What follows belongs to an exercise in optimizing a design on an open flow for small area; a production flow would make more cautious choices.
In this exercise RTL edits were held to simulation tests only and were not proved equivalent to the original.
Power is estimated from default activity; no workload was simulated.

==> design.v <==
module mips32_mem_responder #(
    parameter int DEPTH = 32,
    parameter int AW    = 5
) (
    input  logic          clk,
    input  logic          rst,
    input  logic          if_req_i,
    input  logic [31:0]   if_addr_i,
    output logic          if_ack_o,
    output logic [31:0]   if_rdata_o,
    input  logic          dm_req_i,
    input  logic          dm_we_i,
    input  logic [31:0]   dm_addr_i,
    input  logic [31:0]   dm_wdata_i,
    output logic          dm_ack_o,
    output logic [31:0]   dm_rdata_o,
    output logic          err_o,
    input  logic          prog_we_i,
    input  logic [AW-1:0] prog_addr_i,
    input  logic [31:0]   prog_data_i,
    output logic          prog_ready_o
);
    localparam logic [1:0] IDLE = 2'b00, ACK = 2'b01, ACCESS = 2'b10, RESP = 2'b11;
    logic [1:0]    state_q;
    logic [31:0]   mem_q [0:DEPTH-1];
    logic [DEPTH-1:0] valid_q;
    logic          dm_last_q;    
    logic          oor_q;
    logic [31:0]   rdata_q;
    logic [31:0]   if_rdata_q, dm_rdata_q;
    logic          idle;
    logic          grant_dm_d;
    logic          start;
    logic [31:0]   raddr;
    logic          r_in_range;
    logic [AW-1:0] ridx;
    logic          wen;
    logic [AW-1:0] widx;
    logic [31:0]   wdata;
    logic [31:0]   rword;
    assign idle       = !state_q[1];
    assign grant_dm_d = dm_req_i && (!if_req_i || !dm_last_q);
    assign start      = idle && !prog_we_i && (if_req_i || dm_req_i);
    assign raddr      = grant_dm_d ? dm_addr_i : if_addr_i;
    assign r_in_range = (raddr[31:AW] == '0);
    assign ridx       = raddr[AW-1:0];
    assign wen   = idle && (prog_we_i || (start && grant_dm_d && dm_we_i && r_in_range));
    assign widx  = prog_we_i ? prog_addr_i : dm_addr_i[AW-1:0];
    assign wdata = prog_we_i ? prog_data_i : dm_wdata_i;
    logic [DEPTH-1:0] rsel;
    always_comb begin
        for (int i = 0; i < DEPTH; i++)
            rsel[i] = (ridx == AW'(i)) && valid_q[i] && r_in_range;
        rword = '0;
        for (int i = 0; i < DEPTH; i++)
            rword = rword | (mem_q[i] & {32{rsel[i]}});
    end
    always_ff @(posedge clk) begin
        for (int i = 0; i < DEPTH; i++)
            if (wen && widx == AW'(i)) mem_q[i] <= wdata;
        if (idle) rdata_q <= rword;
    end
    always_ff @(posedge clk or posedge rst) begin
        if (rst) begin
            state_q    <= IDLE;
            valid_q    <= '0;
            dm_last_q  <= 1'b1;
            oor_q      <= 1'b0;
            if_rdata_q <= '0;
            dm_rdata_q <= '0;
        end else begin
            for (int i = 0; i < DEPTH; i++)
                if (wen && widx == AW'(i)) valid_q[i] <= 1'b1;
            case (state_q)
                IDLE, ACK: begin
                    if (start) begin
                        dm_last_q <= grant_dm_d;
                        oor_q     <= !r_in_range;
                        state_q   <= ACCESS;
                    end else begin
                        state_q   <= IDLE;
                    end
                end
                ACCESS: state_q <= RESP;
                default: begin   
                    if (dm_last_q) dm_rdata_q <= rdata_q;
                    else           if_rdata_q <= rdata_q;
                    state_q <= ACK;
                end
            endcase
        end
    end
    assign prog_ready_o = idle && prog_we_i && !rst;
    assign if_ack_o     = (state_q == ACK) && !dm_last_q;
    assign dm_ack_o     = (state_q == ACK) && dm_last_q;
    assign err_o        = (state_q == ACK) && oor_q;
    assign if_rdata_o   = if_rdata_q;
    assign dm_rdata_o   = dm_rdata_q;
endmodule
==> run.sh <==
#!/bin/bash
# synth_recipe.tcl (not shown) runs the flow's synth.tcl, then flattens the netlist and writes it again
# the make line also repeats each setting of config.mk as NAME=value (left out here)
make -C /OpenROAD-flow-scripts/flow DESIGN_CONFIG=/design/flow/config.mk WORK_HOME=/design/flow/orfs CLKGATE_MAP_FILE= SYNTH_SCRIPT=/design/flow/synth_recipe.tcl finish
==> config.mk <==
export PLATFORM = sky130hd
export DESIGN_NAME = mips32_mem_responder
export DESIGN_NICKNAME = mips32_mem_responder
export VERILOG_FILES = /design/flow/design.v
export SDC_FILE = /design/flow/constraint.sdc
export NUM_CORES = 4
export LEC_CHECK = 0
export CAP_MARGIN = 20
export CORE_MARGIN = 2
export CORE_UTILIZATION = 40
export SLEW_MARGIN = 20
==> constraint.sdc <==
create_clock -name core_clock -period 5.0 [get_ports {clk}]
set_input_delay 1.0000 -clock core_clock [delete_from_list [all_inputs] [get_ports {clk}]]
set_output_delay 1.0000 -clock core_clock [all_outputs]
set_load 0.01 [all_outputs]
==> run summary <==
-- layer usage --
layer	GRT usage, %	vias to the layer above	share of wire [%]
met2	40.2	1823	46
met1	34.7	14600	39
met4	9.64	2	4.0
met5	0	-	0.013
met3	5.36	302	10
li1	-	11600	-
-- synth_stat cells, types with 9 or more instances --
| master | number |
|---|---|
| o21bai_1 | 32 |
| clkbuf_1 | 145 |
| a32oi_1 | 20 |
| and2_1 | 20 |
| a222oi_1 | 24 |
| nor2_1 | 55 |
| o22ai_1 | 42 |
| or4_1 | 12 |
| nand3_1 | 117 |
| dfrtp_1 | 99 |
| mux2_2 | 101 |
| a21oi_1 | 26 |
| and4_1 | 19 |
| a2111oi_0 | 30 |
| a22oi_1 | 203 |
| nor3b_1 | 26 |
| a221oi_1 | 33 |
| nand4_1 | 120 |
| nor3_1 | 20 |
| nor4_1 | 17 |
| nand2_1 | 59 |
| buf_2 | 23 |
| a22o_1 | 82 |
| mux2i_1 | 12 |
| buf_1 | 19 |
| and3_1 | 30 |
| a41oi_1 | 27 |
| o21ai_0 | 16 |
| edfxtp_1 | 1056 |
| nand3b_1 | 9 |
| o211ai_1 | 29 |
-- stage by stage --
stage	cell area, um^2	hold slack, ns	std cells	setup TNS [ns]
global route	53300	0.495	4520	0
finish	53300	0.470	4521	0
CTS	53300	0.470	4520	0
floorplan	44400	0.434	2637	0
detailed placement	49600	0.456	4311	0
global placement	49500	0.451	4310	-1.03
-- kinds of logic (layout without fill, tap and decap cells) --
family | after synthesis | in the layout | share of synthesized area, %
flip-flops | 1156 | 1156 | 77.1
AO/OA/AOI/OAI | 637 | 637 | 11.4
multiplexers | 114 | 114 | 2.87
AND/OR/NAND/NOR | 532 | 532 | 6.80
other | 0 | 1 | 0
buffers and inverters | 198 | 593 | 1.82
-- worst max-delay path by stage --
stage	from	to	slack, ns
global placement	dm_addr_i[1]	rdata_q[7]	-0.77
detailed placement	dm_addr_i[1]	rdata_q[9]	0.09
global route	dm_addr_i[1]	rdata_q[9]	0.55
CTS	dm_addr_i[1]	rdata_q[9]	0.83
floorplan	if_addr_i[11]	mem_q[0][0]	0.41
finish	dm_addr_i[1]	rdata_q[9]	0.63
-- registers in the layout (all words and copies together) (netlist names) --
signal / flops
valid_q: 32
state_q: 2
oor_q: 1
dm_rdata_q: 32
if_rdata_q: 32
rdata_q: 32
mem_q: 1024
dm_last_q: 1
-- power by group --
group | internal, mW | total (mW) | switching [mW] | leakage (nW)
clock | 4.88 | 8.53 | 3.65 | 1.81
combinational | 1.05 | 2.48 | 1.43 | 4.11
sequential | 11.2 | 11.7 | 0.478 | 10.8
total | 17.1 | 22.7 | 5.56 | 16.7
-- final cells by class --
cell class                      count  share of cell area [%]
Timing Repair Buffer              379                    7.12
Tap cell                         1488                    3.49
Multi-Input combinational cell   1283                    18.2
Antenna cell                        1                 0.00470
Clock buffer                      131                    5.37
Inverter                            5                  0.0399
Sequential cell                  1156                    64.2
Clock inverter                     78                    1.57
==> flow_summary.ini <==
[outcome]
status = timing/DRC/antenna clean

[die]
die-area_um2 = 114000
ios = 207
initial_utilization_pct = 40.2
chipWidth_um = 337
core_um2 = 110000
row_count = 122
die_y_um = 337

[worst_setup_path]
rr_startpoint = dm_last_q
cp_num_cells = 9
timing.rr.end = rdata_q[9]
cpLargestDelayFamily = compound AO/OA/AOI/OAI gates
crit_fanout = 21
cp-end-kind = flop
cp_data_arrival_time_ns = 4.77
cp_cell_sequence = clkdlybuf4s50_1 > nand2b_1 > mux2i_2 > and2_1 > buf_4 > a22oi_1 > o22ai_1 > a2111oi_1 > nand4_1
path_class = input pin to flop
max_stage_delay_ns = 1.11
path_buf_inv = 2
start_kind = input pin
r2r_setup_slack_ns = 0.96
r2r_cells = 8
slowest_stage = a2111oi_1
critPathRequiredTime_ns = 5.40

[synth]
synth-edff-count = 1056
syn_area_per_cell_um2 = 16.8
yosysTopAreaCell = edfxtp_1
synth_cells = 2637
synth_ff_type = edfxtp_1
ys_ff_latch = 1156
netlist_area_um2 = 44400
syn_nets = 2776
synth_top_area_share_pct = 71.5
synth_cell_types = 66
ys_async_sr_fraction_pct = 8.65
ys_top_cells_by_area = edfxtp_1, dfrtp_1, a22oi_1, mux2_2, nand4_1
ys_warn_count = 2
synth-seq-area-share_pct = 77.1

[finish]
register_area_um2 = 34200
drive_gt1_share_pct = 16.6
final_common_cell = edfxtp_1
area_delta_synth_final_pct = 20.1
multiInputGateArea_um2 = 9680
mostFrequentLayoutCells = edfxtp_1, clkdlybuf4s50_1, a22oi_1
final_util_pct = 48.3
nets = 3075
fillCellCount = 9113

[route]
routedWlPerCell_um = 32.1
drtIter0Drc = 4182
drt_pre_antenna_iters = 8
vias_per_cell = 6.28
ant_nets = 0
drc = 0
drt_wl_total_um = 145000
dr_total_vias = 28400

[worst_hold_path]
whs_endpoint = valid_q[24]
hold_class = flop to flop
holdCritStartpoint = valid_q[24]
hold-path-cell-count = 1

[global_routing]
grt_pass1_wl_um = 205000
grt_pass1_vias = 27700
grt_util_all_layers_pct = 25.5
gr-total-overflow = 0
antenna_found_initial = 3
grt_max_degree = 65

[sta]
rsz0062_at_grt = no
slew_headroom_pct = 15.0
setup_slack_ns = 0.628
fmax_mhz = 229
drv_slew = 0
tightest_slew_ns = 1.27
finalHoldViolCount = 0
min_period_over_period_pct = 87.4
finalCriticalPeriod_ns = 4.37
setup_viol = 0
finClkSkew_ns = 0.0383

[cts]
worstSkewPairLatency_ns = 0.71
cts_num_sinks = 1156
holdBufCountCts = 0
post_cts_resized = 0
cts_setup_buffers = 0
ctsRootBufferMaster = clkbuf_16
max-clock-path-buffers = 3
h-tree-depth = 3
cts_tree = done
clk_pin_slew_worst_paths_ns = 0.07
cts_inserted_buffers = 111

[power]
power_density_nw_per_um2 = 426
total_power_mw = 22.7
ir_drop_mv = 0.282
p_leak_nw = 16.7

[run]
drv_cap = 0

[placement]
preCtsSetupSlack_ns = 0.0905
place.gp.congestion = 0.929
dpl.hpwl_um = 94200
portBuffers = 206

re-timing with driven ports:
How much do the figures lean on ideal ports? The routed layout below was timed once more, with nothing changed but the port constraints.
Step 1 sets driving cells, clkbuf_16 on the clock port and buf_2 on the other inputs (assumed; they add their load-dependent delay and slew).
Step 2, shift: input delay + t, output delay - t, t = (earliest + latest rising clock arrival at the registers) / 2. This alone moves slack from input paths to output paths.
a / b / c = ideal ports / drivers / drivers and shift; a / b = the first two.
shift t [ns]: 0.760
setup slack, ns: 0.628 / 0.669 / -0.091
slew at the worst register clock pin (ns): 0.07 / 0.07
With both steps, setup timing fails in this run, where it was met with ideal ports. The setup slack of this run moves by +0.041 ns with the drivers and by -0.719 ns with both steps.
